This design comes from an exercise in tuning for small area and a short achievable clock period on the open sky130 flow, not from production work.
Function was checked by simulation only, so behaviour that the tests miss may differ from the original.
Power and IR drop assume default switching activity.

Setup of main:
// mips_processor
module mips_processor
#(
  parameter int aBit = 6,
  parameter int nBit = 32
) (
  input  logic            clk,
  input  logic            rst,
  input  logic            request,
  input  logic [aBit-1:0] addr,
  input  logic [nBit-1:0] din,
  output logic [nBit-1:0] dout,
  output logic            acknowledge,
  output logic            carry,
  output logic            overflow,
  output logic            equal
);
For scale: ~5400 cells after synthesis, roughly 2000 flip-flops, about 77 I/O pins, ~0.083 mm² of cells after synthesis.
==> module mips_processor, before the edit <==
module mips_processor
#(
  parameter int aBit = 6,
  parameter int nBit = 32
) (
  input  logic            clk,
  input  logic            rst,
  input  logic            request,
  input  logic [aBit-1:0] addr,
  input  logic [nBit-1:0] din,
  output logic [nBit-1:0] dout,
  output logic            acknowledge,
  output logic            carry,
  output logic            overflow,
  output logic            equal
);
  logic [CW-1:0]   imem [2**aBit];
  logic [nBit-1:0] regs [16];
  logic [15:0]     valid;
  logic [aBit-1:0] pc;       
  logic [aBit-1:0] pcn;      
  logic [CW-1:0]   pf;
  logic            pf_v;
  logic            e_we, e_as, e_sub, e_and, e_or, e_xor, e_sll, e_comp;
  logic [3:0]      e_rd;
  logic [15:0]     e_wen;    
  logic [nBit-1:0] opa, opb;
  logic [nBit-1:0] res;
  logic            alu_c, alu_v, alu_eq;
  assign acknowledge = request;
  logic [CW-1:0] din_c;
  always_comb begin
    din_c        = '0;
    din_c[19:16] = din[RD_LSB +: 4];
    if (din[OP_LSB +: 4] == OP_LI) begin
      din_c[20]   = 1'b1;
      din_c[15:0] = din[15:0];
    end else begin
      din_c[15:12] = (din[OP_LSB +: 4] > OP_COMP) ? OP_NOP : din[OP_LSB +: 4];
      din_c[11:8]  = din[RS_LSB +: 4];
      din_c[4:0]   = (din[OP_LSB +: 4] == OP_SLL) ? din[4:0] : {1'b0, din[RT_LSB +: 4]};
    end
  end
  always_ff @(posedge clk)
    if (request) imem[addr] <= din_c;
  logic [CW-1:0] rdw;
  always_comb begin
    rdw = '0;
    for (int i = 0; i < 2**aBit; i++)
      rdw = rdw | ({CW{pcn == aBit'(i)}} & imem[i]);
  end
  always_ff @(posedge clk)
    if (!request)         pf <= rdw;
    else if (addr == pc)  pf <= din_c;
  logic [CW-1:0] w;
  logic          f_li, f_as, f_sub, f_and, f_or, f_xor, f_sll, f_comp, f_mov, f_not, f_we;
  logic [3:0]    f_op, f_rs, f_rt;
  assign w      = pf_v ? pf : imem[1];
  assign f_li   = w[20];
  assign f_op   = w[15:12];
  assign f_as   = !f_li && (f_op == OP_ADD || f_op == OP_SUB);
  assign f_sub  = !f_li && f_op == OP_SUB;
  assign f_and  = !f_li && f_op == OP_AND;
  assign f_mov  = !f_li && f_op == OP_MOV;
  assign f_not  = !f_li && f_op == OP_NOT;
  assign f_or   = f_li || (f_op == OP_OR) || f_mov;
  assign f_xor  = !f_li && (f_op == OP_XOR || f_op == OP_NOT);
  assign f_sll  = !f_li && f_op == OP_SLL;
  assign f_comp = !f_li && f_op == OP_COMP;
  assign f_we   = f_li || f_op != OP_NOP;
  assign f_rs   = pf[11:8];
  assign f_rt   = pf[3:0];
  logic [nBit-1:0] ga, gb, ra, rb, na, nb;
  always_comb begin
    ga = '0;
    gb = '0;
    for (int i = 0; i < 16; i++) begin
      ga = ga | ({nBit{f_rs == 4'(i) && valid[i]}} & regs[i]);
      gb = gb | ({nBit{f_rt == 4'(i) && valid[i]}} & regs[i]);
    end
  end
  assign ra = (e_we && e_rd == f_rs) ? res : ga;
  assign rb = (e_we && e_rd == f_rt) ? res : gb;
  always_comb begin
    na = f_li ? '0 : ra;
    if (f_li || f_sll) nb = {{(nBit-IMM_W){w[IMM_W-1]}}, w[IMM_W-1:0]};
    else if (f_mov)    nb = '0;
    else if (f_not)    nb = '1;
    else               nb = f_sub ? ~rb : rb;    
  end
  mips_alu #(.W(nBit)) alu (
    .op_as(e_as), .op_sub(e_sub), .op_and(e_and), .op_or(e_or), .op_xor(e_xor),
    .op_sll(e_sll), .op_comp(e_comp), .a(opa), .b(opb),
    .result(res), .carry(alu_c), .overflow(alu_v), .eq(alu_eq)
  );
  always_ff @(posedge clk or posedge rst) begin
    if (rst) begin
      pc       <= aBit'(1);
      pcn      <= aBit'(2);
      pf_v     <= 1'b0;
      e_we     <= 1'b0;
      e_as     <= 1'b0;
      e_sub    <= 1'b0;
      e_and    <= 1'b0;
      e_or     <= 1'b0;
      e_xor    <= 1'b0;
      e_sll    <= 1'b0;
      e_comp   <= 1'b0;
      e_wen    <= '0;
      dout     <= '0;
      carry    <= 1'b0;
      overflow <= 1'b0;
      equal    <= 1'b0;
      valid    <= '0;
    end else if (!request) begin
      pc     <= pcn;
      pcn    <= pcn + 1'b1;
      pf_v   <= 1'b1;
      e_we   <= f_we;
      e_as   <= f_as;
      e_sub  <= f_sub;
      e_and  <= f_and;
      e_or   <= f_or;
      e_xor  <= f_xor;
      e_sll  <= f_sll;
      e_comp <= f_comp;
      for (int i = 0; i < 16; i++) e_wen[i] <= f_we && w[19:16] == 4'(i);
      valid  <= valid | e_wen;
      if (e_we) dout <= res;
      if (e_as) begin
        carry    <= alu_c;
        overflow <= alu_v;
      end
      if (e_comp) equal <= alu_eq;
    end
  end
  always_ff @(posedge clk)
    if (!request) begin
      e_rd <= w[19:16];
      opa  <= na;
      opb  <= nb;
    end
  always_ff @(posedge clk)
    for (int i = 0; i < 16; i++)
      if (!request && e_wen[i]) regs[i] <= res;
endmodule
Settings: LEC_CHECK=0, ABC_CLOCK_PERIOD_IN_PS=3500, CAP_MARGIN=20, CORE_MARGIN=2, CORE_UTILIZATION=40, CTS_BUF_LIST=sky130_fd_sc_hd__clkbuf_4 sky130_fd_sc_hd__clkbuf_8, SETUP_SLACK_MARGIN=4.5, SLEW_MARGIN=20; clock period 8.5 ns.
run.sh (not shown) runs the stock make flow with config.mk's settings and CLKGATE_MAP_FILE= SYNTH_SCRIPT=/design/flow/synth_recipe.tcl, a recipe that flattens the netlist after the stock synthesis.
main: full flow OK, the timing, DRC and antenna checks passed
Inputs modified between main and the feature branch:
diff --git a/flow/design.v b/flow/design.v
--- a/flow/design.v
+++ b/flow/design.v
@@ -68,11 +68,11 @@
 );
   logic [CW-1:0]   imem [2**aBit];
   logic [nBit-1:0] regs [16];
   logic [15:0]     valid;
   logic [aBit-1:0] pc;       
-  logic [aBit-1:0] pcn;      
+  logic [7:0]      fl, fh;
   logic [CW-1:0]   pf;
   logic            pf_v;
   logic            e_we, e_as, e_sub, e_and, e_or, e_xor, e_sll, e_comp;
   logic [3:0]      e_rd;
   logic [15:0]     e_wen;    
@@ -94,14 +94,19 @@
     end
   end
   always_ff @(posedge clk)
     if (request) imem[addr] <= din_c;
   logic [CW-1:0] rdw;
+  logic [CW-1:0] grp [8];
   always_comb begin
     rdw = '0;
-    for (int i = 0; i < 2**aBit; i++)
-      rdw = rdw | ({CW{pcn == aBit'(i)}} & imem[i]);
+    for (int j = 0; j < 8; j++) begin
+      grp[j] = '0;
+      for (int k = 0; k < 8; k++)
+        grp[j] = grp[j] | ({CW{fl[k]}} & imem[8*j+k]);
+      rdw = rdw | ({CW{fh[j]}} & grp[j]);
+    end
   end
   always_ff @(posedge clk)
     if (!request)         pf <= rdw;
     else if (addr == pc)  pf <= din_c;
   logic [CW-1:0] w;
@@ -146,11 +151,12 @@
     .result(res), .carry(alu_c), .overflow(alu_v), .eq(alu_eq)
   );
   always_ff @(posedge clk or posedge rst) begin
     if (rst) begin
       pc       <= aBit'(1);
-      pcn      <= aBit'(2);
+      fl       <= 8'b0000_0100;
+      fh       <= 8'b0000_0001;
       pf_v     <= 1'b0;
       e_we     <= 1'b0;
       e_as     <= 1'b0;
       e_sub    <= 1'b0;
       e_and    <= 1'b0;
@@ -163,12 +169,13 @@
       carry    <= 1'b0;
       overflow <= 1'b0;
       equal    <= 1'b0;
       valid    <= '0;
     end else if (!request) begin
-      pc     <= pcn;
-      pcn    <= pcn + 1'b1;
+      pc     <= pc + 1'b1;
+      fl     <= {fl[6:0], fl[7]};
+      if (fl[7]) fh <= {fh[6:0], fh[7]};
       pf_v   <= 1'b1;
       e_we   <= f_we;
       e_as   <= f_as;
       e_sub  <= f_sub;
       e_and  <= f_and;
## What came out
- Compared the feature branch against main; hold slack within noise.
- The first-iteration DRC count number comes out lower for the feature branch vs main.
- Number of placement rows (lower): main
- The feature branch vs main: final RePlAce weighted congestion up by a few percent
- The feature branch: done, clean on timing, DRC and antenna
- On total length of routed wires: between main and the feature branch, it ends up higher for main.
- Summary of the feature branch over main: final cycle utilization of the critical path went up; global routing usage summed across all routing layers went down; final area went up; tapcell count went up.
- The feature branch against main: maximum frequency decreased about 1.5%, fraction of cell area in non-clock buffers decreased 0.15 points, post-route worst setup slack decreased 0.061 ns, share of the core filled with cells in the final layout decreased 0.43 points.
- [the feature branch vs main] power share of the combinational group: lower in the feature branch
- Run comparison: the feature branch capture point of the critical path opb[2]; main capture point of the critical path pf[12]

mips_processor, a different RTL version from the one above (not shown whole).
Size: about 2000 flip-flops, roughly 77 I/O pins, about 0.083 mm2 of cells after synthesis.
==> module mips_processor, before the edit <==
module mips_processor
#(
  parameter int aBit = 6,
  parameter int nBit = 32
) (
  input  logic            clk,
  input  logic            rst,
  input  logic            request,
  input  logic [aBit-1:0] addr,
  input  logic [nBit-1:0] din,
  output logic [nBit-1:0] dout,
  output logic            acknowledge,
  output logic            carry,
  output logic            overflow,
  output logic            equal
);
  logic [CW-1:0]   imem [2**aBit];
  logic [nBit-1:0] regs [16];
  logic [15:0]     valid;
  logic [aBit-1:0] pc;       
  logic [7:0]      fl, fh;
  logic [CW-1:0]   pf;
  logic            pf_v;
  logic            e_we, e_as, e_sub, e_and, e_or, e_xor, e_sll, e_comp;
  logic [3:0]      e_rd;
  logic [15:0]     e_wen;    
  logic [nBit-1:0] opa, opb;
  logic [nBit-1:0] res;
  logic            alu_c, alu_v, alu_eq;
  assign acknowledge = request;
  logic [CW-1:0] din_c;
  always_comb begin
    din_c        = '0;
    din_c[19:16] = din[RD_LSB +: 4];
    if (din[OP_LSB +: 4] == OP_LI) begin
      din_c[20]   = 1'b1;
      din_c[15:0] = din[15:0];
    end else begin
      din_c[15:12] = (din[OP_LSB +: 4] > OP_COMP) ? OP_NOP : din[OP_LSB +: 4];
      din_c[11:8]  = din[RS_LSB +: 4];
      din_c[4:0]   = (din[OP_LSB +: 4] == OP_SLL) ? din[4:0] : {1'b0, din[RT_LSB +: 4]};
    end
  end
  always_ff @(posedge clk)
    if (request) imem[addr] <= din_c;
  logic [CW-1:0] rdw;
  always_comb begin
    rdw = '0;
    for (int i = 0; i < 2**aBit; i++)
      rdw = rdw | ({CW{fl[i%8] & fh[i/8]}} & imem[i]);
  end
  always_ff @(posedge clk)
    if (!request)         pf <= rdw;
    else if (addr == pc)  pf <= din_c;
  logic [CW-1:0] w;
  logic          f_li, f_as, f_sub, f_and, f_or, f_xor, f_sll, f_comp, f_mov, f_not, f_we;
  logic [3:0]    f_op, f_rs, f_rt;
  assign w      = pf_v ? pf : imem[1];
  assign f_li   = w[20];
  assign f_op   = w[15:12];
  assign f_as   = !f_li && (f_op == OP_ADD || f_op == OP_SUB);
  assign f_sub  = !f_li && f_op == OP_SUB;
  assign f_and  = !f_li && f_op == OP_AND;
  assign f_mov  = !f_li && f_op == OP_MOV;
  assign f_not  = !f_li && f_op == OP_NOT;
  assign f_or   = f_li || (f_op == OP_OR) || f_mov;
  assign f_xor  = !f_li && (f_op == OP_XOR || f_op == OP_NOT);
  assign f_sll  = !f_li && f_op == OP_SLL;
  assign f_comp = !f_li && f_op == OP_COMP;
  assign f_we   = f_li || f_op != OP_NOP;
  assign f_rs   = pf[11:8];
  assign f_rt   = pf[3:0];
  logic [nBit-1:0] ga, gb, ra, rb, na, nb;
  always_comb begin
    ga = '0;
    gb = '0;
    for (int i = 0; i < 16; i++) begin
      ga = ga | ({nBit{f_rs == 4'(i) && valid[i]}} & regs[i]);
      gb = gb | ({nBit{f_rt == 4'(i) && valid[i]}} & regs[i]);
    end
  end
  assign ra = (e_we && e_rd == f_rs) ? res : ga;
  assign rb = (e_we && e_rd == f_rt) ? res : gb;
  always_comb begin
    na = f_li ? '0 : ra;
    if (f_li || f_sll) nb = {{(nBit-IMM_W){w[IMM_W-1]}}, w[IMM_W-1:0]};
    else if (f_mov)    nb = '0;
    else if (f_not)    nb = '1;
    else               nb = f_sub ? ~rb : rb;    
  end
  mips_alu #(.W(nBit)) alu (
    .op_as(e_as), .op_sub(e_sub), .op_and(e_and), .op_or(e_or), .op_xor(e_xor),
    .op_sll(e_sll), .op_comp(e_comp), .a(opa), .b(opb),
    .result(res), .carry(alu_c), .overflow(alu_v), .eq(alu_eq)
  );
  always_ff @(posedge clk or posedge rst) begin
    if (rst) begin
      pc       <= aBit'(1);
      fl       <= 8'b0000_0100;
      fh       <= 8'b0000_0001;
      pf_v     <= 1'b0;
      e_we     <= 1'b0;
      e_as     <= 1'b0;
      e_sub    <= 1'b0;
      e_and    <= 1'b0;
      e_or     <= 1'b0;
      e_xor    <= 1'b0;
      e_sll    <= 1'b0;
      e_comp   <= 1'b0;
      e_wen    <= '0;
      dout     <= '0;
      carry    <= 1'b0;
      overflow <= 1'b0;
      equal    <= 1'b0;
      valid    <= '0;
    end else if (!request) begin
      pc     <= pc + 1'b1;
      fl     <= {fl[6:0], fl[7]};
      if (fl[7]) fh <= {fh[6:0], fh[7]};
      pf_v   <= 1'b1;
      e_we   <= f_we;
      e_as   <= f_as;
      e_sub  <= f_sub;
      e_and  <= f_and;
      e_or   <= f_or;
      e_xor  <= f_xor;
      e_sll  <= f_sll;
      e_comp <= f_comp;
      for (int i = 0; i < 16; i++) e_wen[i] <= f_we && w[19:16] == 4'(i);
      valid  <= valid | e_wen;
      if (e_we) dout <= res;
      if (e_as) begin
        carry    <= alu_c;
        overflow <= alu_v;
      end
      if (e_comp) equal <= alu_eq;
    end
  end
  always_ff @(posedge clk)
    if (!request) begin
      e_rd <= w[19:16];
      opa  <= na;
      opb  <= nb;
    end
  always_ff @(posedge clk)
    for (int i = 0; i < 16; i++)
      if (!request && e_wen[i]) regs[i] <= res;
endmodule
Settings: LEC_CHECK=0, ABC_CLOCK_PERIOD_IN_PS=3500, CAP_MARGIN=20, CORE_MARGIN=2, CORE_UTILIZATION=40, CTS_CLUSTER_DIAMETER=100, CTS_CLUSTER_SIZE=22, SETUP_SLACK_MARGIN=5.0, SLEW_MARGIN=20; clock period 8.5 ns.
==> next run, changes <==
--- a/flow/design.v
+++ b/flow/design.v
@@ -93,16 +93,21 @@
       din_c[4:0]   = (din[OP_LSB +: 4] == OP_SLL) ? din[4:0] : {1'b0, din[RT_LSB +: 4]};
     end
   end
   always_ff @(posedge clk)
     if (request) imem[addr] <= din_c;
   logic [CW-1:0] rdw;
+  logic [CW-1:0] grp [8];
   always_comb begin
     rdw = '0;
-    for (int i = 0; i < 2**aBit; i++)
-      rdw = rdw | ({CW{fl[i%8] & fh[i/8]}} & imem[i]);
+    for (int j = 0; j < 8; j++) begin
+      grp[j] = '0;
+      for (int k = 0; k < 8; k++)
+        grp[j] = grp[j] | ({CW{fl[k]}} & imem[8*j+k]);
+      rdw = rdw | ({CW{fh[j]}} & grp[j]);
+    end
   end
   always_ff @(posedge clk)
     if (!request)         pf <= rdw;
     else if (addr == pc)  pf <= din_c;
   logic [CW-1:0] w;
   logic          f_li, f_as, f_sub, f_and, f_or, f_xor, f_sll, f_comp, f_mov, f_not, f_we;
The new run went through all stages and came out clean.
Design area is about the same.
Via count falls by 5.0%.
Setup slack improves by 0.045 ns.
Area after synthesis rises by 1.4%.
Die area rises by 1.4%.
Flip-flop and latch count does not change.
Non-clock buffer count falls by 66.
Combinational power rises by about 4%.
Utilization falls by 0.46 points.

## re-timing with driven ports
How much do the figures lean on ideal ports? The routed layouts below were timed once more, with nothing changed but the port constraints.
Step 1 (the two cells are an assumption about what drives the block):
set clk [get_ports {clk}]
set_driving_cell -lib_cell sky130_fd_sc_hd__clkbuf_16 $clk
set_driving_cell -lib_cell sky130_fd_sc_hd__buf_2 [delete_from_list [all_inputs] $clk]
Step 2 moves the port delays by t, midway between the first and last clock arrival at a register: inputs arrive t later, outputs are due t later. That takes back most of the time a late clock gives input paths.
Slacks: ideal ports / drivers / drivers and shift; pairs: ideal ports / drivers.
| run | t (ns) | setup WS [ns] | hold WS [ns] |
|---|---|---|---|
| main | 1.127 | 4.416 / 4.416 / 3.417 | 0.477 / 0.477 / 0.477 |
| the feature branch | 1.119 | 4.355 / 4.355 / 3.421 | 0.479 / 0.479 / 0.479 |
| the first run of note 2 | 0.883 | 4.845 / 4.828 / 4.019 | 0.485 / 0.485 / 0.485 |
| the second run of note 2 | 0.892 | 4.890 / 4.829 / 4.073 | 0.483 / 0.483 / 0.483 |
After both steps every run listed still meets setup and hold. For main, which loses most, drivers alone change the setup slack by 0.000 ns; drivers and shift together by -0.999 ns.
